Source: an optimization exercise on an open RTL-to-GDS flow (aim: small area, a short achievable clock period and few clock cycles). Production flows keep margins and buffers that such runs may drop. Function was checked by simulation only, so behaviour that the tests miss may differ from the original. Power and IR drop assume default switching activity.

<file path="constraint.sdc">
create_clock -name core_clock -period 8.0 [get_ports {clk}]
set_input_delay 1.6000 -clock core_clock [delete_from_list [all_inputs] [get_ports {clk}]]
set_output_delay 1.6000 -clock core_clock [all_outputs]
set_load 0.01 [all_outputs]
</file>
<file path="config.mk">
export PLATFORM = sky130hd
export DESIGN_NAME = rv_core_top
export DESIGN_NICKNAME = rv_core_top
export VERILOG_FILES = /design/flow/design.v
export SDC_FILE = /design/flow/constraint.sdc
export NUM_CORES = 4
export LEC_CHECK = 0
export CAP_MARGIN = 20
export CORE_MARGIN = 2
export CORE_UTILIZATION = 45
export CTS_BUF_LIST = sky130_fd_sc_hd__clkbuf_16
export CTS_CLUSTER_DIAMETER = 70
export CTS_CLUSTER_SIZE = 20
export SETUP_SLACK_MARGIN = 4.7
export SLEW_MARGIN = 20
export TNS_END_PERCENT = 0
</file>
<file path="design.v">
`timescale 1ns/100ps
`default_nettype none
package rv_pkg;
    localparam int XLEN       = 32;
    localparam int REG_ADDR_W = 5;
    localparam logic [6:0] OPC_OP     = 7'b0110011;  
    localparam logic [6:0] OPC_OP_IMM = 7'b0010011;  
    localparam logic [6:0] OPC_LOAD   = 7'b0000011;  
    localparam logic [6:0] OPC_STORE  = 7'b0100011;  
    localparam logic [6:0] OPC_BRANCH = 7'b1100011;  
endpackage
`default_nettype wire
`timescale 1ns/100ps
`default_nettype none
module reg_file (
    input  logic        clk,
    input  logic        we,
    input  logic [4:0]  rd,
    input  logic [31:0] wdata,
    input  logic [4:0]  rs1,
    input  logic [4:0]  rs2,
    output logic [31:0] rs1_data,
    output logic [31:0] rs2_data
);
    logic [31:0] regs [1:31];
    logic [31:1] sel1, sel2;
    for (genvar k = 1; k < 32; k++) begin : g_reg
        always_ff @(posedge clk) begin
            if (we && (rd == k)) begin
                regs[k] <= wdata;
            end
        end
        assign sel1[k] = (rs1 == k);
        assign sel2[k] = (rs2 == k);
    end
    always_comb begin
        rs1_data = '0;
        rs2_data = '0;
        for (int k = 1; k < 32; k++) begin
            rs1_data = rs1_data | ({32{sel1[k]}} & regs[k]);
            rs2_data = rs2_data | ({32{sel2[k]}} & regs[k]);
        end
    end
endmodule
`default_nettype wire
`timescale 1ns/100ps
`timescale 1ns/100ps
`timescale 1ns/100ps
`timescale 1ns/100ps
`default_nettype none
module fast_add #(
    parameter int W      = 32,
    parameter int SPARSE = 0
) (
    input  logic [W-1:0] a,
    input  logic [W-1:0] b,
    input  logic         cin,
    output logic [W-1:0] sum,
    output logic         cout
);
    localparam int L = (W > 32) ? 6 : (W > 16) ? 5 : (W > 8) ? 4 : (W > 4) ? 3 : (W > 2) ? 2 : 1;
    logic [W-1:0] g [L+1];
    logic [W-1:0] p [L+1];
    logic [W:0]   c;
    assign g[0] = a & b;
    assign p[0] = a ^ b;
    for (genvar l = 0; l < L; l++) begin : g_lvl
        for (genvar i = 0; i < W; i++) begin : g_bit
            if (SPARSE == 0 && i >= (1 << l)) begin : g_ks
                assign g[l+1][i] = g[l][i] | (p[l][i] & g[l][i-(1<<l)]);
                assign p[l+1][i] = p[l][i] & p[l][i-(1<<l)];
            end else if (SPARSE != 0 && ((i >> l) & 1) == 1) begin : g_sk
                assign g[l+1][i] = g[l][i] | (p[l][i] & g[l][((i >> l) << l) - 1]);
                assign p[l+1][i] = p[l][i] & p[l][((i >> l) << l) - 1];
            end else begin : g_pass
                assign g[l+1][i] = g[l][i];
                assign p[l+1][i] = p[l][i];
            end
        end
    end
    assign c[0] = cin;
    for (genvar i = 0; i < W; i++) begin : g_c
        assign c[i+1] = g[L][i] | (p[L][i] & cin);
    end
    assign sum  = p[0] ^ c[W-1:0];
    assign cout = c[W];
endmodule
`default_nettype wire
`timescale 1ns/100ps
`timescale 1ns/100ps
`default_nettype none
module rv_core_top #(
    parameter logic [31:0] RESET_PC = '0
) (
    input  logic        clk,
    input  logic        rst,
    output logic [31:0] imem_addr,
    input  logic [31:0] imem_data,
    output logic        dmem_valid,
    output logic        dmem_write,
    output logic [31:0] dmem_addr,
    output logic [31:0] dmem_wdata,
    input  logic        dmem_ready,
    input  logic [31:0] dmem_rdata
);
    logic [31:1] pc;             
    logic        d_valid;
    logic [31:0] d_w;
    logic [31:1] d_pc;
    logic        d_pred;
    logic        e_we;           
    logic        e_ld;
    logic        e_st;
    logic        e_br;           
    logic        e_bne;
    logic        e_pred;
    logic        e_sub;
    logic [4:0]  e_rd;
    logic [31:0] e_a;            
    logic [31:0] e_b;            
    logic [31:0] e_s;            
    logic        e_fa;           
    logic        e_fb;
    logic        e_fs;
    logic        m_we;
    logic [4:0]  m_rd;
    logic [31:0] m_alu;
    logic        x_inc;
    logic        x_dec;
    logic        r_mis;
    logic [31:1] r_tgt;
    logic        p_valid;
    logic        p_write;
    logic        p_we;           
    logic [4:0]  p_rd;
    logic [31:0] p_addr;
    logic [31:0] p_wdata;
    logic stall;       
    logic hz;          
    logic [31:0] f_w;
    logic        f_pred;
    logic [12:1] f_lo;           
    logic        f_c;
    logic [31:13] pc_hi_inc;
    logic [31:13] pc_hi_dec;
    logic [31:1] f_p4;
    logic [31:1] pc_next;
    assign f_w       = imem_data;
    assign imem_addr = {pc, 1'b0};
    assign f_pred    = (f_w[6:0] == rv_pkg::OPC_BRANCH) && (f_w[14:13] == 2'b00)
                    && (f_w[31] || (f_w[12] != (f_w[19:15] == f_w[24:20])));
    fast_add #(.W(12), .SPARSE(1)) i_tgt_add (
        .a    (pc[12:1]),
        .b    ({f_w[31], f_w[7], f_w[30:25], f_w[11:8]}),
        .cin  (1'b0),
        .sum  (f_lo),
        .cout (f_c)
    );
    fast_add #(.W(19), .SPARSE(0)) i_hi_inc (
        .a    (pc[31:13]),
        .b    (19'd0),
        .cin  (1'b1),
        .sum  (pc_hi_inc),
        .cout ()
    );
    fast_add #(.W(19), .SPARSE(0)) i_hi_dec (
        .a    (pc[31:13]),
        .b    ({19{1'b1}}),
        .cin  (1'b0),
        .sum  (pc_hi_dec),
        .cout ()
    );
    fast_add #(.W(31), .SPARSE(0)) i_p4 (
        .a    (pc),
        .b    (31'd2),
        .cin  (1'b0),
        .sum  (f_p4),
        .cout ()
    );
    assign pc_next   = f_pred ? {pc[31:13], f_lo} : f_p4;
    always_ff @(posedge clk or posedge rst) begin
        if (rst) begin
            pc <= RESET_PC[31:1];
        end else if (r_mis) begin
            pc <= r_tgt;
        end else if (x_inc || x_dec) begin
            pc <= {x_inc ? pc_hi_inc : pc_hi_dec, pc[12:1]};
        end else if (!stall && !hz) begin
            pc <= pc_next;
        end
    end
    always_ff @(posedge clk or posedge rst) begin
        if (rst) begin
            x_inc <= 1'b0;
            x_dec <= 1'b0;
        end else begin
            x_inc <= !r_mis && !x_inc && !x_dec && !stall && !hz && f_pred && f_c && !f_w[31];
            x_dec <= !r_mis && !x_inc && !x_dec && !stall && !hz && f_pred && !f_c && f_w[31];
        end
    end
    always_ff @(posedge clk or posedge rst) begin
        if (rst) begin
            d_valid <= 1'b0;
        end else if (r_mis) begin
            d_valid <= 1'b0;
        end else if (!stall && !hz) begin
            d_valid <= !(x_inc || x_dec);  
        end
    end
    always_ff @(posedge clk) begin
        if (!stall && !hz) begin
            d_w    <= f_w;
            d_pc   <= pc;
            d_pred <= f_pred;
        end
    end
    logic [6:0]  opc;
    logic [4:0]  rs1, rs2, rd;
    logic        is_op, is_opi, is_ld, is_st, is_br;
    logic        use1, use2, wr, sub;
    logic [31:0] imm;
    logic [31:0] rf1, rf2;
    logic [31:0] wb_data;
    logic [31:0] r1, r2;
    logic        fa_n, fb_n, fs_n;
    logic [31:1] alt;
    assign opc = d_w[6:0];
    assign rd  = d_w[11:7];
    assign rs1 = d_w[19:15];
    assign rs2 = d_w[24:20];
    assign is_op  = (opc == rv_pkg::OPC_OP);
    assign is_opi = (opc == rv_pkg::OPC_OP_IMM);
    assign is_ld  = (opc == rv_pkg::OPC_LOAD);
    assign is_st  = (opc == rv_pkg::OPC_STORE);
    assign is_br  = (opc == rv_pkg::OPC_BRANCH) && (d_w[14:13] == 2'b00);
    assign use1   = is_op | is_opi | is_ld | is_st | is_br;
    assign use2   = is_op | is_st | is_br;
    assign wr     = (is_op | is_opi | is_ld) && (rd != 5'd0);
    assign sub    = is_op && d_w[30];
    assign imm = is_st ? {{20{d_w[31]}}, d_w[31:25], d_w[11:7]}
                       : {{20{d_w[31]}}, d_w[31:20]};
    logic        lw;       
    logic        lcw;      
    logic        w_sel_p;
    logic        w_en;
    logic [4:0]  w_rd;
    assign lw      = p_valid && !p_write && p_we;
    assign lcw     = lw && dmem_ready;
    assign w_sel_p = lcw || !m_we;
    assign w_en    = m_we || lw;
    assign w_rd    = w_sel_p ? p_rd : m_rd;
    assign wb_data = w_sel_p ? dmem_rdata : m_alu;
    reg_file i_reg_file (
        .clk      (clk),
        .we       (w_en),
        .rd       (w_rd),
        .wdata    (wb_data),
        .rs1      (rs1),
        .rs2      (rs2),
        .rs1_data (rf1),
        .rs2_data (rf2)
    );
    assign r1 = (lw && (p_rd == rs1)) ? dmem_rdata : (m_we && (m_rd == rs1)) ? m_alu : rf1;
    assign r2 = (lw && (p_rd == rs2)) ? dmem_rdata : (m_we && (m_rd == rs2)) ? m_alu : rf2;
    assign hz = d_valid && (
                   (e_ld && e_we && (((e_rd == rs1) && use1) || ((e_rd == rs2) && use2)))
                || (lw && !dmem_ready && (((p_rd == rs1) && use1) || ((p_rd == rs2) && use2))));
    fast_add #(.W(31), .SPARSE(1)) i_alt_add (
        .a    (d_pc),
        .b    (d_pred ? 31'd2 : {{20{d_w[31]}}, d_w[7], d_w[30:25], d_w[11:8]}),
        .cin  (1'b0),
        .sum  (alt),
        .cout ()
    );
    assign fa_n = e_we && !e_ld && (e_rd == rs1);
    assign fb_n = e_we && !e_ld && (e_rd == rs2) && is_op;
    assign fs_n = e_we && !e_ld && (e_rd == rs2);
    always_ff @(posedge clk or posedge rst) begin
        if (rst) begin
            e_we <= 1'b0;
            e_ld <= 1'b0;
            e_st <= 1'b0;
            e_br <= 1'b0;
        end else if (r_mis || (!stall && (hz || !d_valid))) begin
            e_we <= 1'b0;
            e_ld <= 1'b0;
            e_st <= 1'b0;
            e_br <= 1'b0;
        end else if (!stall) begin
            e_we <= wr;
            e_ld <= is_ld;
            e_st <= is_st;
            e_br <= is_br;
        end
    end
    always_ff @(posedge clk) begin
        if (!stall) begin
            e_bne  <= d_w[12];
            e_pred <= d_pred;
            e_sub  <= sub;
            e_rd   <= rd;
            e_a    <= fa_n ? 32'd0 : r1;
            e_b    <= is_br ? {alt, 1'b0}
                    : is_op ? (fb_n ? 32'd0 : (r2 ^ {32{sub}}))
                    : imm;
            e_s    <= r2;
            e_fa   <= fa_n;
            e_fb   <= fb_n;
            e_fs   <= fs_n;
        end
    end
    logic [31:0] x_a, x_b, x_s, x_sum;
    logic        x_cout;
    logic        x_taken;
    logic        x_mis;
    assign x_a = e_a | (m_alu & {32{e_fa}});
    assign x_b = e_b | ((m_alu ^ {32{e_sub}}) & {32{e_fb}});
    assign x_s = e_fs ? m_alu : e_s;
    fast_add #(.W(32), .SPARSE(1)) i_alu_add (
        .a    (x_a),
        .b    (x_b),
        .cin  (e_sub),
        .sum  (x_sum),
        .cout (x_cout)
    );
    assign x_taken = (x_a == x_s) != e_bne;
    assign x_mis   = e_br && (x_taken != e_pred);
    always_ff @(posedge clk or posedge rst) begin
        if (rst) begin
            r_mis <= 1'b0;
        end else begin
            r_mis <= x_mis && !stall && !r_mis;
        end
    end
    always_ff @(posedge clk) begin
        r_tgt <= e_b[31:1];
    end
    always_ff @(posedge clk or posedge rst) begin
        if (rst) begin
            m_we <= 1'b0;
        end else if (r_mis) begin
            m_we <= 1'b0;
        end else if (!stall) begin
            m_we <= e_we && !e_ld;
        end
    end
    always_ff @(posedge clk) begin
        if (!stall) begin
            m_rd  <= e_rd;
            m_alu <= x_sum;
        end
    end
    assign stall = (p_valid && !dmem_ready && (e_ld || e_st) && !r_mis) || (lcw && m_we);
    logic kill;
    assign kill = !stall && !r_mis && e_we && !e_ld && lw && (p_rd == e_rd);
    always_ff @(posedge clk or posedge rst) begin
        if (rst) begin
            p_valid <= 1'b0;
        end else if (!stall && (e_ld || e_st) && !r_mis) begin
            p_valid <= 1'b1;
        end else if (dmem_ready) begin
            p_valid <= 1'b0;
        end
    end
    always_ff @(posedge clk) begin
        if (!stall && (e_ld || e_st) && !r_mis) begin
            p_write <= e_st;
            p_rd    <= e_rd;
            p_addr  <= x_sum;
            p_wdata <= x_s;
        end
    end
    always_ff @(posedge clk) begin
        if (!stall && (e_ld || e_st) && !r_mis) begin
            p_we <= e_we;
        end else if (kill) begin
            p_we <= 1'b0;
        end
    end
    assign dmem_valid = p_valid;
    assign dmem_write = p_write;
    assign dmem_addr  = p_addr;
    assign dmem_wdata = p_wdata;
endmodule
`default_nettype wire
</file>
<file path="run.sh">
#!/bin/bash
# synth_recipe.tcl (not shown) runs the flow's synth.tcl, then flattens the netlist and writes it again
# the make line also repeats each setting of config.mk as NAME=value (left out here)
make -C /OpenROAD-flow-scripts/flow DESIGN_CONFIG=/design/flow/config.mk WORK_HOME=/design/flow/orfs CLKGATE_MAP_FILE= SYNTH_SCRIPT=/design/flow/synth_recipe.tcl finish
</file>
==> impl_metrics.env, run 1 <==
export IMPL_drtIter0Drc=12070
export IMPL_placementRows=137
export IMPL_ys_warn_count=18
export IMPL_drtPass1Iterations=9
export IMPL_preCtsSetupSlack_ns=2.565
export IMPL_cp_max_fo=31
export IMPL_synth_seq_cells=1343
export IMPL_ir_drop_mv=0.1515
export IMPL_synth_top_area_share_pct=60.56
export IMPL_dp_hpwl_um=181400
export IMPL_met1_usage_pct=49.77
export IMPL_numPortBuffers=163
export IMPL_io_pins=165
export IMPL_pwr_density_cell_nw_per_um2=215.2
export IMPL_drc=0
export IMPL_slew_viol_final=0
export IMPL_die_area_sq_um=143100
export IMPL_die_h_um=378.2
export IMPL_worstMarginPinSlew_ns=1.176
export IMPL_status="complete, no violations"
export IMPL_synth_top_family_by_area="compound AO/OA/AOI/OAI gates"
export IMPL_synth_area_sq_um=63020
export IMPL_synth_edff_count=1271
export IMPL_cp_arrival_ns=4.12
export IMPL_finalSetupTns_ns=0
export IMPL_synth_cells=5013
export IMPL_vias=54370
export IMPL_ant_nets=0
export IMPL_fin_cells=7178
export IMPL_synthMostInstantiatedCell="edfxtp_1"
export IMPL_placedCellCount=6840
export IMPL_postLayoutSetupSlackWorst_ns=4.379
export IMPL_leakage_uw=0.02553
export IMPL_skew_ns=0.03896
export IMPL_finalSetupViolCount=0
export IMPL_fin_crit_sh_pct=45.26
export IMPL_vias_per_cell=7.574
export IMPL_yosysSeqAreaShare_pct=63.17
export IMPL_rsz0062_at_grt="yes"
export IMPL_async_reset_ff_share_pct=3.053
export IMPL_finalHoldViolations=0
export IMPL_postSynthAreaPerCell_sq_um=12.57
export IMPL_antenna_found_initial=21
export IMPL_synth_xor_area_share_pct=2.265
export IMPL_cap_violations=0
export IMPL_clock_latency_ns=0.75
export IMPL_root_buffer="clkbuf_16"
export IMPL_layout_min_cycle_time_ns=3.621
export IMPL_fin_area_sq_um=73750
export IMPL_start_util_pct=45.28
export IMPL_fillers=11710
export IMPL_core_sq_um=139200
export IMPL_hp_class="reg -> reg"
export IMPL_clock_path_buffers=3
export IMPL_synth_compound_area_share_pct=15.18
export IMPL_synth_cell_types=93
export IMPL_yosys_area_share_simple_pct=13.12
export IMPL_syn_nets=5164
export IMPL_use_met2_pct=58.27
export IMPL_grt_pass1_wl_um=408000
export IMPL_wl_per_cell_um=43.18
export IMPL_tritoncts="done"
export IMPL_fp_dieW_um=378.2
export IMPL_grt_remaining_overflow=0
export IMPL_cp_end_kind="flip-flop"
export IMPL_wirelength_um=309900
export IMPL_gp_congestion=0.9808
export IMPL_drive_gt1_share_pct=16.23
export IMPL_required_ns=8.50
export IMPL_area_growth_pct=17.03
export IMPL_critPathKind="reg -> reg"
export IMPL_path_clk_slew_ns=0.08
export IMPL_ys_flop_type="edfxtp_1"
export IMPL_htreeDepth=3
export IMPL_slew_headroom_pct=20.46
export IMPL_muxShareOfSynthArea_pct=1.689
export IMPL_grt_max_degree=133
export IMPL_post_route_util_pct=52.99
export IMPL_synth_top_cell_by_area="edfxtp_1"
export IMPL_ys_top_cells_by_area="edfxtp_1, a22oi_1, nand3_1, nand4_1, dfrtp_1"
export IMPL_cts_sinks=1343
export IMPL_busiest_layer="met2"
export IMPL_place_area_sq_um=67390
export IMPL_numCtsBuffers=95
export IMPL_nets=5372
export IMPL_setup_worst_path_start_class="flip-flop"
export IMPL_synthTopCellsByCount="edfxtp_1, a22oi_1, nand3_1"
export IMPL_yosys_area_share_adder_pct=1.787
export IMPL_grt_pass1_vias=49280
export IMPL_fmax_mhz=276.2
export IMPL_grtUsageMet3_pct=19.18
export IMPL_track_usage_pct=41.63
## metal layers
| layer | share of wire [%] | vias up |
|---|---|---|
| met1 | 33 | 26230 |
| met4 | 10 | 14 |
| met2 | 40 | 5911 |
| met3 | 17 | 1715 |
| li1 | - | 20500 |
| met5 | 0.038 | - |
## power breakdown
| part | internal [uW] | switching (uW) | total, uW |
|---|---|---|---|
| sequential | 8020 | 425 | 8440 |
| clock | 2430 | 2780 | 5210 |
| combinational | 810 | 1410 | 2220 |
| total | 11300 | 4620 | 15900 |
## path summary, 6_finish.rpt
check | start | slack [ns] | end | cells past startpoint
setup / recovery | d_w[22]$_DFFE_PP_ | 4.38 | e_b[20]$_DFFE_PN_ | 11
hold / removal | e_b[24]$_DFFE_PN_ | 0.38 | r_tgt[24]$_DFF_P_ | 0
setup reg to reg | d_w[22]$_DFFE_PP_ | 4.38 | e_b[20]$_DFFE_PN_ | 11
hold reg to reg | e_b[24]$_DFFE_PN_ | 0.38 | r_tgt[24]$_DFF_P_ | 0
max in group asynchronous | rst | 5.93 | pc[15]$_DFFE_PP0P_ | 2
min in group asynchronous | rst | 1.39 | pc[29]$_DFFE_PP0P_ | 2
## final cells by class
cell class / count / area, sq um / area share, %
clock buffers: 98 / 2452 / 3.325
well taps: 1876 / 2347 / 3.183
repair inverters: 1 / 5.005 / 0.006786
clock inverters: 66 / 700.7 / 0.9500
inverters: 59 / 237.7 / 0.3223
repair buffers: 479 / 4838 / 6.560
multi-input cells: 3242 / 23290 / 31.57
diodes: 14 / 35.03 / 0.04750
flip-flops and latches: 1343 / 39850 / 54.03
## stage by stage
step | hold WS, ns | total power [uW]
4_1_cts | 0.3958 | 15610
2_1_floorplan | 0.3499 | 9488
3_5_place_dp | 0.3695 | 10490
3_3_place_gp | 0.3705 | 10480
5_1_grt | 0.4047 | 16180
6_report | 0.3820 | 15870
## registers in the layout (all words and copies together), names as in the netlist, 5 cells and up
signal and flops:
d_w 32, pc 31, e_b 32, p_wdata 32
e_s 32, e_rd 5, d_pc 31, i_reg_file.regs 992
p_rd 5, m_alu 32, p_addr 32, r_tgt 31
e_a 32, m_rd 5
## critical path, stage by stage (launching register included)
cell,delay (ns)
edfxtp_1,0.42
buf_12,0.19
nor3b_4,0.19
buf_12,0.18
and2_4,0.26
buf_8,0.21
a22oi_1,0.26
nand4_1,0.18
nor4_4,0.90
a21oi_4,0.19
mux2i_1,0.24
a21oi_1,0.06
## layout by cell type (no fill, tap or decap), types with 67 or more instances in the layout
master              n
mux2_2             67
nand3_1           468
edfxtp_1         1271
clkbuf_16         102
nor2_1            136
o21ai_0            76
clkdlybuf4s50_1   153
a22oi_1           589
ha_1               71
a21o_1             70
and3_1            122
nand2_1           260
nand4_1           168
xor2_1            101
a21oi_1           144
buf_4             212
## what timing repair did
item | CTS | global route
hold buffers | 0 | 0
setup endpoints to repair | 2307 | 1289
resized for setup | 202 | 240
setup buffers | 75 | 69
cloned | 7 | 8
pin swaps | 29 | 65
## cells by family after synthesis
logic type	count (synthesis)
DFF	1343
buffers and inverters	436
and+or+nand+nor	1575
xor gates and xnor gates	163
adders and majority gates	84
AOI/OAI and AO/OA	1313
muxes	98
other	1
Testbench counts, summed over its fixed seeds: cycles 33,010.
==> run 2, diff against run 1 <==
--- a/config.mk
+++ b/config.mk
@@ -11,6 +11,7 @@
 export CTS_BUF_LIST = sky130_fd_sc_hd__clkbuf_16
 export CTS_CLUSTER_DIAMETER = 70
 export CTS_CLUSTER_SIZE = 20
+export PLACE_DENSITY = 0.72
 export SETUP_SLACK_MARGIN = 4.7
 export SLEW_MARGIN = 20
 export TNS_END_PERCENT = 0
==> run 2 against run 1 <==
  * Worst hold slack better by 0.0043 ns
  * Critical path depth is 1 lower
  * Combinational power grew 3%
  * Register-to-register slack got worse by 0.04 ns
  * Non-clock buffer count is 5 lower
  * Maximum frequency down 1.0%
  * Largest cell class unchanged
  * Synthesized area is the same
  * Clock skew rose by 0.0062 ns
  * Flip-flop and latch count is the same
==> impl_metrics.env, run 2 <==
export IMPL_hp_class="reg -> reg"
export IMPL_wirelength_um=292600
export IMPL_grtUsageMet3_pct=20.76
export IMPL_status="complete, no violations"
export IMPL_async_reset_ff_share_pct=3.053
export IMPL_slew_headroom_pct=15.60
export IMPL_worstMarginPinSlew_ns=1.266
export IMPL_fin_crit_sh_pct=45.74
export IMPL_post_route_util_pct=52.70
export IMPL_met1_usage_pct=44.98
export IMPL_cp_arrival_ns=4.15
export IMPL_ir_drop_mv=0.2074
export IMPL_busiest_layer="met2"
export IMPL_clock_latency_ns=0.77
export IMPL_grt_max_degree=83
export IMPL_cp_common_cell="buf_4"
export IMPL_critPathBufInv=3
export IMPL_core_sq_um=139200
export IMPL_synth_xor_area_share_pct=2.265
export IMPL_max_stage_delay_ns=0.65
export IMPL_drive_gt1_share_pct=15.95
export IMPL_regToRegEndpoint="e_a[21]$_SDFFCE_PP0N_"
export IMPL_required_ns=8.49
export IMPL_layout_min_cycle_time_ns=3.659
export IMPL_yosysSeqAreaShare_pct=63.17
export IMPL_vias=55660
export IMPL_finalHoldViolations=0
export IMPL_r2r_cells=10
export IMPL_cpMaxStageDelayCell="buf_4"
export IMPL_syn_nets=5164
export IMPL_numCtsBuffers=87
export IMPL_gp_congestion=1.025
export IMPL_leakage_uw=0.02526
export IMPL_largest_reg_flops=992
export IMPL_clock_path_buffers=3
export IMPL_synth_cell_types=93
export IMPL_drtIter0Drc=12940
export IMPL_final_common_cell="edfxtp_1"
export IMPL_postLayoutSetupSlackWorst_ns=4.341
export IMPL_synth_edff_count=1271
export IMPL_synthTopCellsByCount="edfxtp_1, a22oi_1, nand3_1"
export IMPL_use_met2_pct=54.31
export IMPL_placedCellCount=6836
export IMPL_die_area_sq_um=143100
export IMPL_synth_top_cell_by_area="edfxtp_1"
export IMPL_fp_dieW_um=378.2
export IMPL_r2r_slack_ns=4.34
export IMPL_synth_seq_cells=1343
export IMPL_cp_depth=10
export IMPL_cap_violations=0
export IMPL_dp_hpwl_um=172900
export IMPL_wl_per_cell_um=40.94
export IMPL_skew_ns=0.04516
export IMPL_ys_top_cells_by_area="edfxtp_1, a22oi_1, nand3_1, nand4_1, dfrtp_1"
export IMPL_ys_warn_count=18
export IMPL_grt_pass1_wl_um=393900
export IMPL_grt_pass1_vias=51240
export IMPL_vias_per_cell=7.788
export IMPL_drtPass1Iterations=14
export IMPL_crit_path_start="d_w[19]$_DFFE_PP_"
export IMPL_ys_flop_type="edfxtp_1"
export IMPL_slew_viol_final=0
export IMPL_hold_start="e_b[26]$_DFFE_PN_"
export IMPL_placementRows=137
export IMPL_nets=5356
export IMPL_track_usage_pct=39.43
export IMPL_cp_max_fo=21
export IMPL_critPathKind="reg -> reg"
export IMPL_path_clk_slew_ns=0.09
export IMPL_synth_top_family_by_area="compound AO/OA/AOI/OAI gates"
export IMPL_synth_cells=5013
export IMPL_crit_family="buffers and inverters"
export IMPL_synthMostInstantiatedCell="edfxtp_1"
export IMPL_cts_sinks=1343
export IMPL_start_util_pct=45.28
export IMPL_drc=0
export IMPL_synth_area_sq_um=63020
export IMPL_finalSetupTns_ns=0
export IMPL_antenna_found_initial=20
export IMPL_cp_end_kind="flip-flop"
export IMPL_path_cells="buf_12, nand3b_1, nor3_2, buf_4, buf_4, a22oi_1, nand3_1, or3_1, o221ai_1, a21oi_1"
export IMPL_tritoncts="done"
export IMPL_rsz0062_at_grt="yes"
export IMPL_yosys_area_share_simple_pct=13.12
export IMPL_fmax_mhz=273.3
export IMPL_p_total_uw=15480
export IMPL_synth_compound_area_share_pct=15.18
export IMPL_crit_end="e_a[21]$_SDFFCE_PP0N_"
export IMPL_fin_cells=7146
export IMPL_mostFrequentLayoutCells="edfxtp_1, a22oi_1, nand3_1"
export IMPL_preCtsSetupSlack_ns=2.383
export IMPL_muxShareOfSynthArea_pct=1.689
export IMPL_pwr_density_cell_nw_per_um2=211.0
export IMPL_regMostFlops="i_reg_file.regs"
export IMPL_postSynthAreaPerCell_sq_um=12.57
export IMPL_synth_top_area_share_pct=60.56
export IMPL_finalSetupViolCount=0
export IMPL_die_h_um=378.2
export IMPL_ant_nets=0
export IMPL_numPortBuffers=163
export IMPL_htreeDepth=3
export IMPL_grt_remaining_overflow=0
export IMPL_r2r_start="d_w[19]$_DFFE_PP_"
export IMPL_setup_worst_path_start_class="flip-flop"
export IMPL_root_buffer="clkbuf_16"
export IMPL_io_pins=165
export IMPL_yosys_area_share_adder_pct=1.787
export IMPL_area_growth_pct=16.40
run 2: logic make-up (layout without fill, tap and decap cells):
group,count (synthesis),count (layout)
buffers and inverters,436,665
muxes,98,98
and+or+nand+nor,1575,1581
AOI/OAI and AO/OA,1313,1313
other,1,23
DFF,1343,1343
adders and majority gates,84,84
xor gates and xnor gates,163,163
run 2: how the worst min path moves through the flow:
| stage | to | slack (ns) | depth (start not counted) |
|---|---|---|---|
| finish | r_tgt[26]$_DFF_P_ | 0.39 | 0 |
| global route | r_tgt[26]$_DFF_P_ | 0.41 | 0 |
| CTS | r_tgt[26]$_DFF_P_ | 0.39 | 0 |
| floorplan | r_tgt[10]$_DFF_P_ | 0.35 | 0 |
| global placement | r_tgt[26]$_DFF_P_ | 0.39 | 0 |
| detailed placement | r_tgt[26]$_DFF_P_ | 0.38 | 0 |
run 2: report_power, final:
part           total, uW  leakage, uW  internal (uW)  switching, uW
Sequential          8450       0.0126           8020            433
Combinational       2280       0.0114            845           1430
Clock               4750      0.00135           2180           2560
run 2: layout make-up:
class | instances | area, sq um
Sequential cell | 1343 | 39850
Inverter | 59 | 237.7
Multi-Input combinational cell | 3240 | 23350
Fill cell | 11490 | 65830
Antenna cell | 22 | 55.05
Timing Repair Buffer | 474 | 4827
Tap cell | 1876 | 2347
Clock buffer | 88 | 2202
Clock inverter | 44 | 491.7
run 2: timing repair:
action,CTS,global route
pin swaps,37,49
cloned,5,7
resized for setup,266,235
hold buffers,0,0
buffers inserted,91,53
endpoints found under the setup margin,1997,1239
run 2: routing by layer:
layer / part of all wire (%) / wire length, um / vias to the layer above
met2: 39 / 114600 / 6771
met1: 30 / 88340 / 26180
li1: - / - / 20450
met4: 11 / 33470 / 20
met3: 19 / 55460 / 2240
met5: 0.23 / 673 / -
run 2: per-stage QoR:
step                      hold slack (ns)  cell area [sq um]
after floorplan                    0.3499              63070
after global placement             0.3892              67240
after detailed placement           0.3805              67300
after CTS                          0.3936              71840
after global routing               0.4073              73310
final                              0.3863              73360
==> run 3, diff against run 2 <==
--- a/config.mk
+++ b/config.mk
@@ -5,6 +5,7 @@
 export SDC_FILE = /design/flow/constraint.sdc
 export NUM_CORES = 4
 export LEC_CHECK = 0
+export ABC_AREA = 1
 export CAP_MARGIN = 20
 export CORE_MARGIN = 2
 export CORE_UTILIZATION = 45
@@ -12,6 +13,6 @@
 export CTS_CLUSTER_DIAMETER = 70
 export CTS_CLUSTER_SIZE = 20
 export PLACE_DENSITY = 0.72
-export SETUP_SLACK_MARGIN = 4.7
+export SETUP_SLACK_MARGIN = 5
 export SLEW_MARGIN = 20
 export TNS_END_PERCENT = 0
==> run 3 against run 2 <==
  * Still clean on timing, DRC and antenna
  * First-iteration DRC count grew 0.86%
  * Synthesized cell count grew 41%
  * Cell area grew 12%
  * Via count grew 18%
  * Clock-buffer cell count grew 17
  * Power grew 6.7%
  * Wire length grew 22%
  * Clock skew grew 0.024 ns
  * Largest power group unchanged
  * Largest cell class unchanged
  * Critical path type unchanged
  * Critical path depth grew 5
  * Combinational power grew 16%
==> impl_metrics.env, run 3 <==
export IMPL_cp_max_fo=10
export IMPL_drc=0
export IMPL_ys_warn_count=18
export IMPL_die_area_sq_um=152000
export IMPL_root_buffer="clkbuf_16"
export IMPL_slew_viol_final=0
export IMPL_busiest_layer="met2"
export IMPL_largest_reg_flops=992
export IMPL_leakage_uw=0.03234
export IMPL_p_int_uw=11570
export IMPL_postLayoutSetupSlackWorst_ns=4.685
export IMPL_synth_cell_types=68
export IMPL_numCtsBuffers=102
export IMPL_final_common_cell="nand2_1"
export IMPL_drtPass1Iterations=14
export IMPL_critPathKind="reg -> reg"
export IMPL_synth_top_cell_by_area="edfxtp_1"
export IMPL_cts_sinks=1343
export IMPL_hp_class="reg -> reg"
export IMPL_power_frac_seq_pct=49.5
export IMPL_htreeDepth=3
export IMPL_clockPowerShare_pct=34.5
export IMPL_r2r_slack_ns=4.68
export IMPL_nets=7751
export IMPL_vias=65540
export IMPL_grt_pass1_vias=57530
export IMPL_combinationalPowerShare_pct=16.0
export IMPL_synth_cells=7072
export IMPL_mostFrequentLayoutCells="nand2_1, edfxtp_1, nor2_1"
export IMPL_finalSetupViolCount=0
export IMPL_placedCellCount=9067
export IMPL_skew_ns=0.06932
export IMPL_slew_headroom_pct=26.44
export IMPL_status="complete, no violations"
export IMPL_synthTopCellsByCount="nand2_1, edfxtp_1, nor2_1"
export IMPL_grt_pass1_wl_um=464100
export IMPL_use_met2_pct=61.27
export IMPL_grt_max_degree=79
export IMPL_synth_edff_count=1271
export IMPL_cts_hold_buf=0
export IMPL_finalSetupTns_ns=0
export IMPL_synth_area_sq_um=67010
export IMPL_grtUsageMet3_pct=23.04
export IMPL_fin_cells=9669
export IMPL_fillers=12720
export IMPL_power_switching_uw=4946
export IMPL_syn_nets=7223
export IMPL_p_sw_share_pct=29.94
export IMPL_yosysSeqAreaShare_pct=59.42
export IMPL_wl_per_cell_um=37.02
export IMPL_cp_arrival_ns=3.81
export IMPL_ir_drop_mv=0.1762
export IMPL_ys_flop_type="edfxtp_1"
export IMPL_numPortBuffers=163
export IMPL_fmax_mhz=301.6
export IMPL_required_ns=8.50
export IMPL_fp_dieW_um=389.9
export IMPL_gp_congestion=1.047
export IMPL_postSynthAreaPerCell_sq_um=9.475
export IMPL_path_clk_slew_ns=0.09
export IMPL_met1_usage_pct=51.94
export IMPL_clock_latency_ns=0.80
export IMPL_holdWs_ns=0.4028
export IMPL_preCtsSetupSlack_ns=2.510
export IMPL_rsz0062_at_grt="yes"
export IMPL_finalHoldViolations=0
export IMPL_area_growth_pct=22.17
export IMPL_vias_per_cell=6.778
export IMPL_antenna_found_initial=39
export IMPL_clock_path_buffers=3
export IMPL_setup_worst_path_start_class="flip-flop"
export IMPL_async_reset_ff_share_pct=3.053
export IMPL_fin_crit_sh_pct=41.44
export IMPL_worstMarginPinSlew_ns=1.099
export IMPL_wirelength_um=357900
export IMPL_cap_violations=0
export IMPL_tritoncts="done"
export IMPL_dp_hpwl_um=212400
export IMPL_track_usage_pct=44.59
export IMPL_ant_nets=0
export IMPL_drive_gt1_share_pct=16.19
export IMPL_die_h_um=389.9
export IMPL_synth_seq_cells=1343
export IMPL_grt_remaining_overflow=0
export IMPL_synthMostInstantiatedCell="nand2_1"
export IMPL_regMostFlops="i_reg_file.regs"
export IMPL_io_pins=165
export IMPL_placementRows=141
export IMPL_start_util_pct=45.32
export IMPL_ys_top_cells_by_area="edfxtp_1, nand2_1, nor2_1, nand3_1, inv_1"
export IMPL_synth_top_area_share_pct=56.96
export IMPL_layout_min_cycle_time_ns=3.315
export IMPL_pwr_density_cell_nw_per_um2=201.8
export IMPL_cp_end_kind="flip-flop"
export IMPL_drtIter0Drc=13050
export IMPL_core_sq_um=147800
-- run 3: cell count changes after synthesis, sizes merged, moves of 72 or more --
| cell | before | now |
|---|---|---|
| clkbuf | 257 | 79 |
| a21oi | 159 | 236 |
| inv | 59 | 449 |
| nor2 | 186 | 698 |
| o2111ai | 2 | 78 |
| a22oi | 591 | 14 |
| buf | 120 | 207 |
| o21ai | 92 | 268 |
| nand2 | 268 | 2535 |
| and3 | 124 | 6 |
| nand3 | 473 | 401 |
-- run 3: kinds of logic after synthesis --
family | after synthesis | share of synthesized area, %
flops | 1343 | 59.42
compound gates | 829 | 7.710
fa+ha+maj | 84 | 1.681
other cells | 1 | 0.005597
simple gates | 3953 | 24.70
buf+inv | 738 | 4.868
xor+xnor | 124 | 1.621
-- run 3: worst paths after layout --
path / startpoint / end / cells after the start
max: d_w[20]$_DFFE_PP_ / e_b[8]$_DFFE_PN_ / 15
min: e_b[31]$_DFFE_PN_ / r_tgt[31]$_DFF_P_ / 0
max reg2reg: d_w[20]$_DFFE_PP_ / e_b[8]$_DFFE_PN_ / 15
min reg2reg: e_b[31]$_DFFE_PN_ / r_tgt[31]$_DFF_P_ / 0
max in group asynchronous: rst / m_we$_DFFE_PP0P_ / 2
min in group asynchronous: rst / pc[22]$_DFFE_PP0P_ / 2
-- run 3: cell type report --
cell class / count / area, sq um / share of cell area, %
well taps: 1930 / 2415 / 2.950
multi-input cells: 4999 / 26150 / 31.94
clock buffers: 105 / 2628 / 3.210
repair inverters: 4 / 33.78 / 0.04127
clock inverters: 78 / 944.7 / 1.154
flip-flops and latches: 1343 / 39860 / 48.69
inverters: 452 / 1969 / 2.406
diodes: 60 / 150.1 / 0.1834
repair buffers: 698 / 7715 / 9.424
-- run 3: per-stage QoR --
step                      util (%)  total power, uW  cell area, sq um
after floorplan                  -             9510             67090
after global placement       48.30            10410             71400
after detailed placement     48.56            10470             71780
after CTS                    53.28            16120             78780
after global routing         55.28            16820             81730
final                        55.37            16520             81860
-- run 3: timing repair --
item                                     CTS  global route
cloned                                    16            17
gates resized for setup                  514           327
buffers inserted                         186           140
pin swaps                                 65            73
endpoints found under the setup margin  2506          1679
hold endpoints to repair                   0             0
-- run 3: power by group through the flow --
stage               clock, uW  sequential (uW)  combinational [uW]
global placement            0             8410                2010
floorplan                   0             8300                1210
finish                   5700             8180                2640
global route             5880             8190                2750
CTS                      5630             8170                2320
detailed placement          0             8400                2070
-- run 3: worst max-delay path, stage by stage (launching register included) --
cell,delay [ns]
edfxtp_1,0.45
buf_4,0.18
inv_4,0.10
nand2_4,0.11
nor2_4,0.31
nand2_2,0.44
o21ai_0,0.52
nor2_1,0.07
nand2_1,0.10
nor2_2,0.05
nand3_4,0.20
nand2_1,0.11
nand2_1,0.12
nand2_1,0.08
nand3_2,0.13
a21oi_2,0.07
-- run 3: routing by layer --
layer | vias up | routed length [um] | share of wire, %
met5 | - | 908 | 0.25
met4 | 52 | 38020 | 11
met3 | 2271 | 66710 | 19
met2 | 7320 | 140700 | 39
met1 | 30530 | 111600 | 31
li1 | 25360 | - | -
==> run 4, diff against run 3 <==
==> config.mk (replaced) <==
export PLATFORM = sky130hd
export DESIGN_NAME = rv_core_top
export DESIGN_NICKNAME = rv_core_top
export VERILOG_FILES = /design/flow/design.v
export SDC_FILE = /design/flow/constraint.sdc
export NUM_CORES = 4
export LEC_CHECK = 0
export CAP_MARGIN = 20
export CORE_MARGIN = 2
export CORE_UTILIZATION = 45
export CTS_BUF_LIST = sky130_fd_sc_hd__clkbuf_16
export CTS_CLUSTER_DIAMETER = 70
export CTS_CLUSTER_SIZE = 20
export SETUP_SLACK_MARGIN = 4.85
export SLEW_MARGIN = 20
export TNS_END_PERCENT = 0
==> run 4 against run 3 <==
  * Critical endpoint is now e_a[2]$_SDFFCE_PP0N_
  * Cell area down 9.4%
  * Largest power group unchanged
  * Maximum frequency down 10%
  * Global-route usage down 2.4 points
==> impl_metrics.env, run 4 <==
export IMPL_placementRows=137
export IMPL_clock_latency_ns=0.75
export IMPL_tritoncts="done"
export IMPL_syn_nets=5164
export IMPL_drc=0
export IMPL_placedCellCount=6840
export IMPL_final_common_cell="edfxtp_1"
export IMPL_die_area_sq_um=143100
export IMPL_hp_class="reg -> reg"
export IMPL_area_growth_pct=17.72
export IMPL_required_ns=8.58
export IMPL_async_reset_ff_share_pct=3.053
export IMPL_fin_crit_sh_pct=46.20
export IMPL_gp_congestion=0.9808
export IMPL_nets=5409
export IMPL_mostFrequentLayoutCells="edfxtp_1, a22oi_1, nand3_1"
export IMPL_synth_top_area_share_pct=60.56
export IMPL_drtPass1Iterations=10
export IMPL_start_util_pct=45.28
export IMPL_grt_max_degree=133
export IMPL_grt_pass1_vias=49970
export IMPL_path_clk_slew_ns=0.08
export IMPL_track_usage_pct=42.22
export IMPL_synthMostInstantiatedCell="edfxtp_1"
export IMPL_dp_hpwl_um=181400
export IMPL_yosysSeqAreaShare_pct=63.17
export IMPL_io_pins=165
export IMPL_synth_top_cell_by_area="edfxtp_1"
export IMPL_setup_worst_path_start_class="flip-flop"
export IMPL_path_cells="buf_8, nor2b_2, and2_4, buf_6, buf_6, a22oi_1, nand2_1, nor4_1, nand4_1, o211ai_1, a21oi_1"
export IMPL_critPathKind="reg -> reg"
export IMPL_fillers=11680
export IMPL_drive_gt1_share_pct=16.90
export IMPL_ant_nets=0
export IMPL_cp_max_fo=16
export IMPL_largest_reg_flops=992
export IMPL_worstMarginPinSlew_ns=1.289
export IMPL_clock_path_buffers=3
export IMPL_antenna_found_initial=19
export IMPL_leakage_uw=0.02570
export IMPL_grt_remaining_overflow=0
export IMPL_postSynthAreaPerCell_sq_um=12.57
export IMPL_layout_min_cycle_time_ns=3.696
export IMPL_htreeDepth=3
export IMPL_slew_headroom_pct=12.86
export IMPL_fmax_mhz=270.6
export IMPL_cpMaxStageDelayCell="nor2b_2"
export IMPL_regMostFlops="i_reg_file.regs"
export IMPL_cap_violations=0
export IMPL_ys_warn_count=18
export IMPL_numCtsBuffers=95
export IMPL_ys_top_cells_by_area="edfxtp_1, a22oi_1, nand3_1, nand4_1, dfrtp_1"
export IMPL_rsz0062_at_grt="yes"
export IMPL_cp_arrival_ns=4.27
export IMPL_grt_pass1_wl_um=413700
export IMPL_fp_dieW_um=378.2
export IMPL_core_sq_um=139200
export IMPL_synth_cells=5013
export IMPL_root_buffer="clkbuf_16"
export IMPL_synth_area_sq_um=63020
export IMPL_finalSetupViolCount=0
export IMPL_cts_sinks=1343
export IMPL_cp_common_cell="buf_6"
export IMPL_status="complete, no violations"
export IMPL_fin_cells=7214
export IMPL_synthTopCellsByCount="edfxtp_1, a22oi_1, nand3_1"
export IMPL_synth_seq_cells=1343
export IMPL_p_total_uw=15960
export IMPL_numPortBuffers=163
export IMPL_slew_viol_final=0
export IMPL_ys_flop_type="edfxtp_1"
export IMPL_synth_edff_count=1271
export IMPL_wl_per_cell_um=43.22
export IMPL_max_stage_delay_ns=0.47
export IMPL_synth_cell_types=93
export IMPL_vias=54490
export IMPL_wirelength_um=311800
export IMPL_ir_drop_mv=0.1508
export IMPL_die_h_um=378.2
export IMPL_drtIter0Drc=11790
export IMPL_pwr_density_cell_nw_per_um2=215.1
export IMPL_skew_ns=0.04539
export IMPL_cp_end_kind="flip-flop"
export IMPL_vias_per_cell=7.554
export IMPL_finalHoldViolations=0
export IMPL_finalSetupTns_ns=0
==> run 4: changes by cell type after synthesis, sizes merged, moves of 56 or more <==
cell,before,now
mux2,0,67
o2111ai,78,2
a21o,6,71
buf,207,120
o21ai,268,92
and3,6,124
nand3,401,473
a21oi,236,159
clkbuf,79,257
a22oi,14,591
nor4,16,72
nor2,698,186
nand2,2535,268
inv,449,59
==> run 4: final cells by class <==
class	instances	area, sq um	area share, %
Multi-Input combinational cell	3241	23280	31.38
Antenna cell	13	32.53	0.04385
Tap cell	1876	2347	3.164
Timing Repair inverter	1	5.005	0.006746
Inverter	59	237.7	0.3204
Timing Repair Buffer	517	5280	7.117
Clock buffer	98	2452	3.305
Clock inverter	66	700.7	0.9444
Sequential cell	1343	39860	53.72
==> run 4: cells by family (layout without fill, tap and decap cells) <==
family	count (synthesis)	count (layout)	synth area share (%)
XOR/XNOR	163	163	2.265
other	1	14	0.005950
AO/OA/AOI/OAI	1313	1313	15.18
multiplexers	98	98	1.689
buffers and inverters	436	741	2.783
AND/OR/NAND/NOR	1575	1582	13.12
adder cells (fa/ha/maj)	84	84	1.787
flip-flops	1343	1343	63.17
==> run 4: per-layer routing <==
metal | GRT usage [%] | vias to the layer above | wire (um) | share of wire (%)
met5 | 0.6518 | - | 252 | 0.081
met4 | 31.48 | 18 | 31100 | 10
met3 | 19.85 | 1681 | 53990 | 17
met2 | 59.39 | 5812 | 125900 | 40
met1 | 50.07 | 26410 | 100500 | 32
li1 | - | 20570 | - | -
==> run 4: report_power, final <==
group / total [uW] / internal (uW) / switching (uW)
registers: 8380 / 8020 / 362
logic: 2370 / 861 / 1510
clock network: 5210 / 2430 / 2780
total: 16000 / 11300 / 4650
==> run 4: what timing repair did <==
action,in CTS,in global routing
gates cloned,10,5
gates resized for setup,382,55
endpoints found under the hold margin,0,0
pin swaps,68,25
endpoints found under the setup margin,2378,1334
buffers inserted,160,20
hold buffers,0,0
==> run 4: path summary, 6_finish.rpt <==
kind,from,to,slack [ns],depth (start not counted)
max reg2reg,d_w[16]$_DFFE_PP_,e_a[2]$_SDFFCE_PP0N_,4.30,11
max,d_w[16]$_DFFE_PP_,e_a[2]$_SDFFCE_PP0N_,4.30,11
min in group asynchronous,rst,pc[29]$_DFFE_PP0P_,1.40,2
min,e_b[24]$_DFFE_PN_,r_tgt[24]$_DFF_P_,0.37,0
min reg2reg,e_b[24]$_DFFE_PN_,r_tgt[24]$_DFF_P_,0.37,0
max in group asynchronous,rst,pc[15]$_DFFE_PP0P_,5.91,2
==> run 4: through the flow <==
step / hold WS (ns) / setup slack (ns) / instance area [sq um] / util (%)
2_1_floorplan: 0.3499 / 1.692 / 63070 / -
3_3_place_gp: 0.3705 / 2.618 / 67390 / 48.41
3_5_place_dp: 0.3695 / 2.565 / 67390 / 48.41
4_1_cts: 0.3958 / 4.626 / 73630 / 52.90
5_1_grt: 0.4031 / 4.398 / 74160 / 53.28
6_report: 0.3728 / 4.304 / 74190 / 53.30
==> run 4: critical path: cells and delay by family, from the launching register on <==
family	cells	cell delay, ns
simple gates	5	1.46
buf+inv	3	0.89
compound gates	3	0.65
flops	1	0.43
==> run 5, diff against run 4 <==
--- a/config.mk
+++ b/config.mk
@@ -11,6 +11,6 @@
 export CTS_BUF_LIST = sky130_fd_sc_hd__clkbuf_16
 export CTS_CLUSTER_DIAMETER = 70
 export CTS_CLUSTER_SIZE = 20
-export SETUP_SLACK_MARGIN = 4.85
+export SETUP_SLACK_MARGIN = 4.6
 export SLEW_MARGIN = 20
 export TNS_END_PERCENT = 0
==> run 5 against run 4 <==
  * Still clean on timing, DRC and antenna
  * Power fell by 0.72%
  * Wire length fell by 1.1%
  * Synthesized area did not move
  * Maximum frequency fell by 1.3%
  * Flip-flop and latch count did not move
  * Worst setup slack got worse by 0.048 ns
  * Sequential power rose by 0.8%
==> impl_metrics.env, run 5 <==
export IMPL_status="complete, no violations"
export IMPL_cp_max_fo=15
export IMPL_placementRows=137
export IMPL_start_util_pct=45.28
export IMPL_async_reset_ff_share_pct=3.053
export IMPL_grt_pass1_wl_um=406500
export IMPL_numPortBuffers=163
export IMPL_r2r_start="m_rd[3]$_DFFE_PN_"
export IMPL_p_int_uw=11250
export IMPL_slew_headroom_pct=21.66
export IMPL_drtPass1Iterations=13
export IMPL_ys_warn_count=18
export IMPL_mostFrequentLayoutCells="edfxtp_1, a22oi_1, nand3_1"
export IMPL_numCtsBuffers=95
export IMPL_synthTopCellsByCount="edfxtp_1, a22oi_1, nand3_1"
export IMPL_path_clk_slew_ns=0.09
export IMPL_critPathKind="reg -> reg"
export IMPL_nets=5347
export IMPL_r2r_cells=4
export IMPL_power_frac_seq_pct=53.3
export IMPL_synth_edff_count=1271
export IMPL_synth_area_sq_um=63020
export IMPL_regToRegEndpoint="e_a[24]$_SDFFCE_PP0N_"
export IMPL_grt_pass1_vias=49270
export IMPL_root_buffer="clkbuf_16"
export IMPL_cts_hold_buf=0
export IMPL_vias=54400
export IMPL_wirelength_um=308500
export IMPL_clockPowerShare_pct=32.8
export IMPL_ys_flop_type="edfxtp_1"
export IMPL_worstMarginPinSlew_ns=1.159
export IMPL_synth_top_area_share_pct=60.56
export IMPL_cp_arrival_ns=4.22
export IMPL_hp_class="reg -> reg"
export IMPL_ant_nets=0
export IMPL_fp_dieW_um=378.2
export IMPL_grt_remaining_overflow=0
export IMPL_area_growth_pct=16.61
export IMPL_rsz0062_at_grt="yes"
export IMPL_core_sq_um=139200
export IMPL_fillers=11730
export IMPL_finalSetupTns_ns=0
export IMPL_setup_worst_path_start_class="flip-flop"
export IMPL_required_ns=8.48
export IMPL_finalSetupViolCount=0
export IMPL_slew_viol_final=0
export IMPL_final_common_cell="edfxtp_1"
export IMPL_cts_sinks=1343
export IMPL_yosysSeqAreaShare_pct=63.17
export IMPL_drc=0
export IMPL_regMostFlops="i_reg_file.regs"
export IMPL_synthMostInstantiatedCell="edfxtp_1"
export IMPL_synth_cells=5013
export IMPL_p_sw_share_pct=29.02
export IMPL_ys_top_cells_by_area="edfxtp_1, a22oi_1, nand3_1, nand4_1, dfrtp_1"
export IMPL_drive_gt1_share_pct=15.66
export IMPL_track_usage_pct=41.42
export IMPL_holdPathEnd="r_tgt[24]$_DFF_P_"
export IMPL_cap_violations=0
export IMPL_die_h_um=378.2
export IMPL_finalHoldViolations=0
export IMPL_postSynthAreaPerCell_sq_um=12.57
export IMPL_combinationalPowerShare_pct=13.9
export IMPL_antenna_found_initial=15
export IMPL_holdWs_ns=0.3737
export IMPL_largest_reg_flops=992
export IMPL_syn_nets=5164
export IMPL_power_switching_uw=4598
export IMPL_synth_top_cell_by_area="edfxtp_1"
export IMPL_grt_max_degree=133
export IMPL_wl_per_cell_um=43.04
export IMPL_whs_path_depth=0
export IMPL_io_pins=165
export IMPL_die_area_sq_um=143100
export IMPL_cp_end_kind="flip-flop"
export IMPL_skew_ns=0.04333
export IMPL_drtIter0Drc=11250
export IMPL_dp_hpwl_um=181400
export IMPL_r2r_slack_ns=4.26
export IMPL_layout_min_cycle_time_ns=3.743
export IMPL_clock_latency_ns=0.76
export IMPL_synth_seq_cells=1343
export IMPL_ir_drop_mv=0.1511
export IMPL_htreeDepth=3
export IMPL_fin_crit_sh_pct=46.79
export IMPL_hold_start="e_b[24]$_DFFE_PN_"
export IMPL_tritoncts="done"
export IMPL_pwr_density_cell_nw_per_um2=215.6
export IMPL_fmax_mhz=267.1
export IMPL_vias_per_cell=7.590
export IMPL_clock_path_buffers=3
export IMPL_gp_congestion=0.9808
export IMPL_leakage_uw=0.02538
export IMPL_synth_cell_types=93
==> run 5: cell counts after synthesis <==
Identical to the previous run, type by type.
==> run 5: cells by family (layout without fill, tap and decap cells) <==
logic type | after synthesis | count (layout) | synth area share, %
mux | 98 | 98 | 1.689
simple gates | 1575 | 1584 | 13.12
xor+xnor | 163 | 163 | 2.265
other cells | 1 | 29 | 0.005950
buf+inv | 436 | 677 | 2.783
fa+ha+maj | 84 | 84 | 1.787
flops | 1343 | 1343 | 63.17
compound gates | 1313 | 1313 | 15.18
==> run 5: per-stage QoR <==
step                      setup WS (ns)  power (uW)  instances  util (%)  instance area [sq um]
after global placement            2.618       10480       6840     48.41                  67390
final                             4.257       15850       7167     52.80                  73490
after detailed placement          2.565       10490       6840     48.41                  67390
after floorplan                   1.692        9488       5013         -                  63070
after CTS                         4.349       15600       7079     51.69                  71940
after global routing              4.401       16160       7141     52.75                  73430
==> run 5: metal layers <==
| metal | routed length, um | up-vias | global-route usage, % |
|---|---|---|---|
| met5 | 376 | - | 1.750 |
| met1 | 100100 | 26300 | 49.41 |
| met3 | 53290 | 1757 | 19.23 |
| li1 | - | 20460 | - |
| met4 | 30900 | 14 | 31.15 |
| met2 | 123800 | 5877 | 57.90 |
==> run 5: how the worst max path moves through the flow <==
stage                            startpoint                                end  slack, ns  cells past startpoint
after global routing       d_pred$_DFFE_PP_                  e_b[30]$_DFFE_PN_       4.40                     12
after CTS                 d_w[20]$_DFFE_PP_                  e_b[13]$_DFFE_PN_       4.35                     11
after floorplan                  dmem_ready                p_addr[0]$_DFFE_PP_       1.69                      4
after detailed placement         dmem_ready  i_reg_file.regs[15][24]$_DFFE_PP_       2.57                      8
after global placement           dmem_ready  i_reg_file.regs[15][20]$_DFFE_PP_       2.62                      8
final                     m_rd[3]$_DFFE_PN_              e_a[24]$_SDFFCE_PP0N_       4.26                      4
==> run 5: what timing repair did <==
| item | CTS | global route |
|---|---|---|
| buffers inserted | 69 | 51 |
| gates cloned | 6 | 8 |
| gates resized for setup | 177 | 230 |
| pin swaps | 27 | 54 |
| setup endpoints to repair | 2224 | 1182 |
| endpoints found under the hold margin | 0 | 0 |
==> run 5: area by class of cell <==
cell class | count | area [sq um] | share of cell area, %
flip-flops and latches | 1343 | 39840 | 54.22
multi-input cells | 3243 | 23260 | 31.65
well taps | 1876 | 2347 | 3.194
repair buffers | 453 | 4578 | 6.230
repair inverters | 1 | 5.005 | 0.006810
diodes | 28 | 70.07 | 0.09534
inverters | 59 | 234.0 | 0.3184
clock buffers | 98 | 2452 | 3.337
clock inverters | 66 | 700.7 | 0.9534
==> run 5: worst max-delay path, stage by stage (launching register included) <==
cell,delay (ns)
edfxtp_1,0.54
xnor2_1,0.81
nand3_2,1.10
o221ai_1,0.85
a21oi_1,0.16
==> run 5: power groups by stage <==
stage	clock network, uW	logic [uW]	registers (uW)
2_1_floorplan	0	1140	8350
5_1_grt	5430	2280	8460
6_report	5200	2200	8450
3_3_place_gp	0	1900	8580
3_5_place_dp	0	1910	8580
4_1_cts	5180	2000	8420
==> run 6, diff against run 5 <==
--- a/design.v
+++ b/design.v
@@ -17,21 +17,18 @@
     input  logic        we,
     input  logic [4:0]  rd,
     input  logic [31:0] wdata,
-    input  logic [4:0]  rs1,
-    input  logic [4:0]  rs2,
+    input  logic [31:1] sel1,
+    input  logic [31:1] sel2,
     output logic [31:0] rs1_data,
     output logic [31:0] rs2_data
 );
     logic [31:0] regs [1:31];
-    logic [31:1] sel1, sel2;
     for (genvar k = 1; k < 32; k++) begin : g_reg
         always_ff @(posedge clk) begin
             if (we && (rd == k)) begin
                 regs[k] <= wdata;
             end
         end
-        assign sel1[k] = (rs1 == k);
-        assign sel2[k] = (rs2 == k);
     end
     always_comb begin
         rs1_data = '0;
@@ -108,6 +105,8 @@
     logic [31:0] d_w;
     logic [31:1] d_pc;
     logic        d_pred;
+    logic [31:1] d_sel1;         
+    logic [31:1] d_sel2;
     logic        e_we;           
     logic        e_ld;
     logic        e_st;
@@ -131,7 +130,7 @@
     logic [31:1] r_tgt;
     logic        p_valid;
     logic        p_write;
-    logic        p_we;           
+    logic        p_lw;           
     logic [4:0]  p_rd;
     logic [31:0] p_addr;
     logic [31:0] p_wdata;
@@ -211,6 +210,10 @@
         if (!stall && !hz) begin
             d_w    <= f_w;
             d_pc   <= pc;
+            for (int k = 1; k < 32; k++) begin
+                d_sel1[k] <= (f_w[19:15] == 5'(k));
+                d_sel2[k] <= (f_w[24:20] == 5'(k));
+            end
             d_pred <= f_pred;
         end
     end
@@ -244,7 +247,7 @@
     logic        w_sel_p;
     logic        w_en;
     logic [4:0]  w_rd;
-    assign lw      = p_valid && !p_write && p_we;
+    assign lw      = p_valid && p_lw;
     assign lcw     = lw && dmem_ready;
     assign w_sel_p = lcw || !m_we;
     assign w_en    = m_we || lw;
@@ -255,8 +258,8 @@
         .we       (w_en),
         .rd       (w_rd),
         .wdata    (wb_data),
-        .rs1      (rs1),
-        .rs2      (rs2),
+        .sel1     (d_sel1),
+        .sel2     (d_sel2),
         .rs1_data (rf1),
         .rs2_data (rf2)
     );
@@ -372,9 +375,9 @@
     end
     always_ff @(posedge clk) begin
         if (!stall && (e_ld || e_st) && !r_mis) begin
-            p_we <= e_we;
+            p_lw <= e_ld && e_we;
         end else if (kill) begin
-            p_we <= 1'b0;
+            p_lw <= 1'b0;
         end
     end
     assign dmem_valid = p_valid;
--- a/config.mk
+++ b/config.mk
@@ -11,6 +11,6 @@
 export CTS_BUF_LIST = sky130_fd_sc_hd__clkbuf_16
 export CTS_CLUSTER_DIAMETER = 70
 export CTS_CLUSTER_SIZE = 20
-export SETUP_SLACK_MARGIN = 4.6
+export SETUP_SLACK_MARGIN = 4.7
 export SLEW_MARGIN = 20
 export TNS_END_PERCENT = 0
==> run 6 against run 5 <==
  * Critical endpoint is now e_b[17]$_DFFE_PN_
  * Via count shrank 9.0%
  * Synthesized cell count shrank 10%
  * Largest power group unchanged
  * Worst setup slack lost 0.10 ns
==> impl_metrics.env, run 6 <==
export IMPL_status="complete, no violations"
export IMPL_mostFrequentLayoutCells="edfxtp_1, a22oi_1, nor2_1"
export IMPL_synth_top_family_by_area="compound AO/OA/AOI/OAI gates"
export IMPL_skew_ns=0.03715
export IMPL_synthTopCellsByCount="edfxtp_1, a22oi_1, nor2_1"
export IMPL_numCtsBuffers=95
export IMPL_synth_top_area_share_pct=64.00
export IMPL_numPortBuffers=163
export IMPL_vias=49520
export IMPL_cp_end_kind="flip-flop"
export IMPL_r2r_cells=9
export IMPL_slew_viol_final=0
export IMPL_ir_drop_mv=0.1644
export IMPL_cts_sinks=1405
export IMPL_critPathKind="reg -> reg"
export IMPL_r2r_start="d_sel2[8]$_DFFE_PP_"
export IMPL_fmax_mhz=260.1
export IMPL_track_usage_pct=37.61
export IMPL_synth_xor_area_share_pct=2.507
export IMPL_fin_crit_sh_pct=48.07
export IMPL_wirelength_um=272600
export IMPL_required_ns=8.46
export IMPL_synth_edff_count=1333
export IMPL_crit_end="e_b[17]$_DFFE_PN_"
export IMPL_gp_congestion=0.9821
export IMPL_cp_max_fo=22
export IMPL_die_area_sq_um=142000
export IMPL_largest_reg_flops=992
export IMPL_async_reset_ff_share_pct=2.918
export IMPL_postLayoutSetupSlackWorst_ns=4.155
export IMPL_clock_latency_ns=0.74
export IMPL_leakage_uw=0.02373
export IMPL_path_clk_slew_ns=0.09
export IMPL_setup_worst_path_start_class="flip-flop"
export IMPL_htreeDepth=3
export IMPL_ys_top_cells_by_area="edfxtp_1, a22oi_1, a221oi_1, a22o_1, nor2_1"
export IMPL_hp_class="reg -> reg"
export IMPL_cp_arrival_ns=4.31
export IMPL_post_route_util_pct=51.47
export IMPL_core_sq_um=137700
export IMPL_layout_min_cycle_time_ns=3.845
export IMPL_grt_max_degree=146
export IMPL_final_common_cell="edfxtp_1"
export IMPL_vias_per_cell=7.590
export IMPL_pwr_density_cell_nw_per_um2=224.0
export IMPL_synth_cell_types=85
export IMPL_synth_cells=4500
export IMPL_yosys_area_share_simple_pct=7.346
export IMPL_grt_remaining_overflow=0
export IMPL_drc=0
export IMPL_muxShareOfSynthArea_pct=1.406
export IMPL_ys_warn_count=18
export IMPL_fp_dieW_um=376.8
export IMPL_drive_gt1_share_pct=11.58
export IMPL_holdWs_ns=0.3939
export IMPL_synthMostInstantiatedCell="edfxtp_1"
export IMPL_yosysSeqAreaShare_pct=66.63
export IMPL_postSynthAreaPerCell_sq_um=13.90
export IMPL_io_pins=165
export IMPL_nets=4807
export IMPL_clock_path_buffers=3
export IMPL_hold_start="e_b[24]$_DFFE_PN_"
export IMPL_finalSetupTns_ns=0
export IMPL_yosys_area_share_adder_pct=1.801
export IMPL_r2r_slack_ns=4.15
export IMPL_die_h_um=376.8
export IMPL_ys_flop_type="edfxtp_1"
export IMPL_antenna_found_initial=15
export IMPL_finalHoldViolations=0
export IMPL_synth_area_sq_um=62540
export IMPL_root_buffer="clkbuf_16"
export IMPL_preCtsSetupSlack_ns=2.714
export IMPL_drtPass1Iterations=12
export IMPL_tritoncts="done"
export IMPL_synth_seq_cells=1405
export IMPL_regMostFlops="i_reg_file.regs"
export IMPL_syn_nets=4651
export IMPL_regToRegEndpoint="e_b[17]$_DFFE_PN_"
export IMPL_crit_path_start="d_sel2[8]$_DFFE_PP_"
export IMPL_rsz0062_at_grt="yes"
export IMPL_area_growth_pct=13.30
export IMPL_drtIter0Drc=10470
export IMPL_ant_nets=0
export IMPL_slew_headroom_pct=14.14
export IMPL_synth_compound_area_share_pct=18.16
export IMPL_cap_violations=0
export IMPL_grt_pass1_wl_um=370300
export IMPL_grt_pass1_vias=45820
export IMPL_p_total_uw=15870
export IMPL_synth_top_cell_by_area="edfxtp_1"
export IMPL_start_util_pct=45.43
export IMPL_finalSetupViolCount=0
export IMPL_placementRows=136
export IMPL_worstMarginPinSlew_ns=1.278
export IMPL_dp_hpwl_um=159000
export IMPL_wl_per_cell_um=41.78
## run 6: cell types whose count changed in the layout (fill, tap and decap cells not counted), sizes merged, moves of 95 or more
cell    before  now
a22o        57  238
nand3      474   92
a22oi      591  423
nand2      268  126
a221oi      48  246
buf        286  191
nor2       187  284
and3       124   16
## run 6: what timing repair did
| action | in CTS | in global routing |
|---|---|---|
| hold buffers | 0 | 0 |
| gates resized for setup | 157 | 11 |
| setup buffers | 37 | 0 |
| gates cloned | 2 | 0 |
| endpoints found under the setup margin | 1771 | 1322 |
| pin swaps | 30 | 12 |
## run 6: worst min-delay path by stage
stage                   endpoint  slack [ns]  depth (start not counted)
2_1_floorplan  r_tgt[10]$_DFF_P_        0.35                          0
3_3_place_gp   r_tgt[26]$_DFF_P_        0.36                          0
3_5_place_dp   r_tgt[24]$_DFF_P_        0.37                          0
4_1_cts        r_tgt[24]$_DFF_P_        0.39                          0
5_1_grt        r_tgt[24]$_DFF_P_        0.39                          0
6_report       r_tgt[24]$_DFF_P_        0.39                          0
## run 6: cells by family (layout without fill, tap and decap cells)
kind of cell    Yosys count  after routing
compound gates         1480           1481
mux                      79             79
fa+ha+maj                84             84
flops                  1405           1405
xor+xnor                179            179
simple gates            927            927
other cells               1             15
buf+inv                 345            560
## run 6: layout make-up
class                           count  area, sq um
Multi-Input combinational cell   2751        20230
Sequential cell                  1405        41690
Clock buffer                      100         2502
Clock inverter                     57        543.0
Tap cell                         1794         2245
Timing Repair Buffer              354         3412
Inverter                           48        191.4
Antenna cell                       14        35.03
Timing Repair inverter              1        7.507
Fill cell                       11460        66800
## run 6: per-layer routing
metal	GRT usage [%]	wire (um)	up-vias
met4	24.20	24320	14
met2	55.44	115100	5214
li1	-	-	18830
met1	45.09	88910	23910
met3	16.14	43960	1549
met5	0.03431	274	-
## run 6: stage by stage
stage	cells	instance area, sq um
finish	6524	70860
global route	6512	70830
CTS	6509	70740
detailed placement	6313	66770
global placement	6311	66740
floorplan	4500	62570
## run 6: worst max-delay path: stages, from the launching register on
cell and delay, ns:
edfxtp_1 0.75, buf_4 0.51, a222oi_1 0.40, nand4_1 0.16, nor3_2 0.75, a211oi_1 0.17
a21o_1 0.34, xor2_1 0.20, a21oi_1 0.17, a21oi_1 0.07
## run 6: report_power, final
part           internal [uW]  switching, uW
Clock                   2430           2720
Combinational            740           1250
Sequential              8370            374
Total                  11500           4340
Testbench counts of run 6, summed over its fixed seeds: cycles 33,010.

==> static timing again, ports no longer ideal <==
In the flow no input, the clock included, has a driving cell. The finished layouts below were timed again as built, in two steps.
Step 1 sets driving cells, clkbuf_16 on the clock port and buf_2 on the other inputs (assumed; they add their load-dependent delay and slew).
Step 2 moves the port delays by t, midway between the first and last clock arrival at a register: inputs arrive t later, outputs are due t later. That takes back most of the time a late clock gives input paths.
Slacks: ideal ports / drivers / drivers and shift; pairs: ideal ports / drivers.
run | t, ns | setup WS [ns] | slew at the worst register clock pin (ns) | cell pins on the clock port's net
run 1 | 0.827 | 4.379 / 4.379 / 3.719 | 0.09 / 0.09 | 1
run 2 | 0.826 | 4.341 / 4.341 / 3.811 | 0.09 / 0.09 | 1
run 3 | 0.839 | 4.685 / 4.685 / 4.064 | 0.09 / 0.09 | 1
run 4 | 0.820 | 4.304 / 4.304 / 3.543 | 0.09 / 0.09 | 1
run 5 | 0.817 | 4.257 / 4.257 / 3.755 | 0.10 / 0.10 | 1
run 6 | 0.804 | 4.155 / 4.155 / 3.459 | 0.09 / 0.09 | 1
After both steps setup and hold are still met in every run listed. For run 4, which loses most, drivers alone change the setup slack by 0.000 ns; drivers and shift together by -0.761 ns.
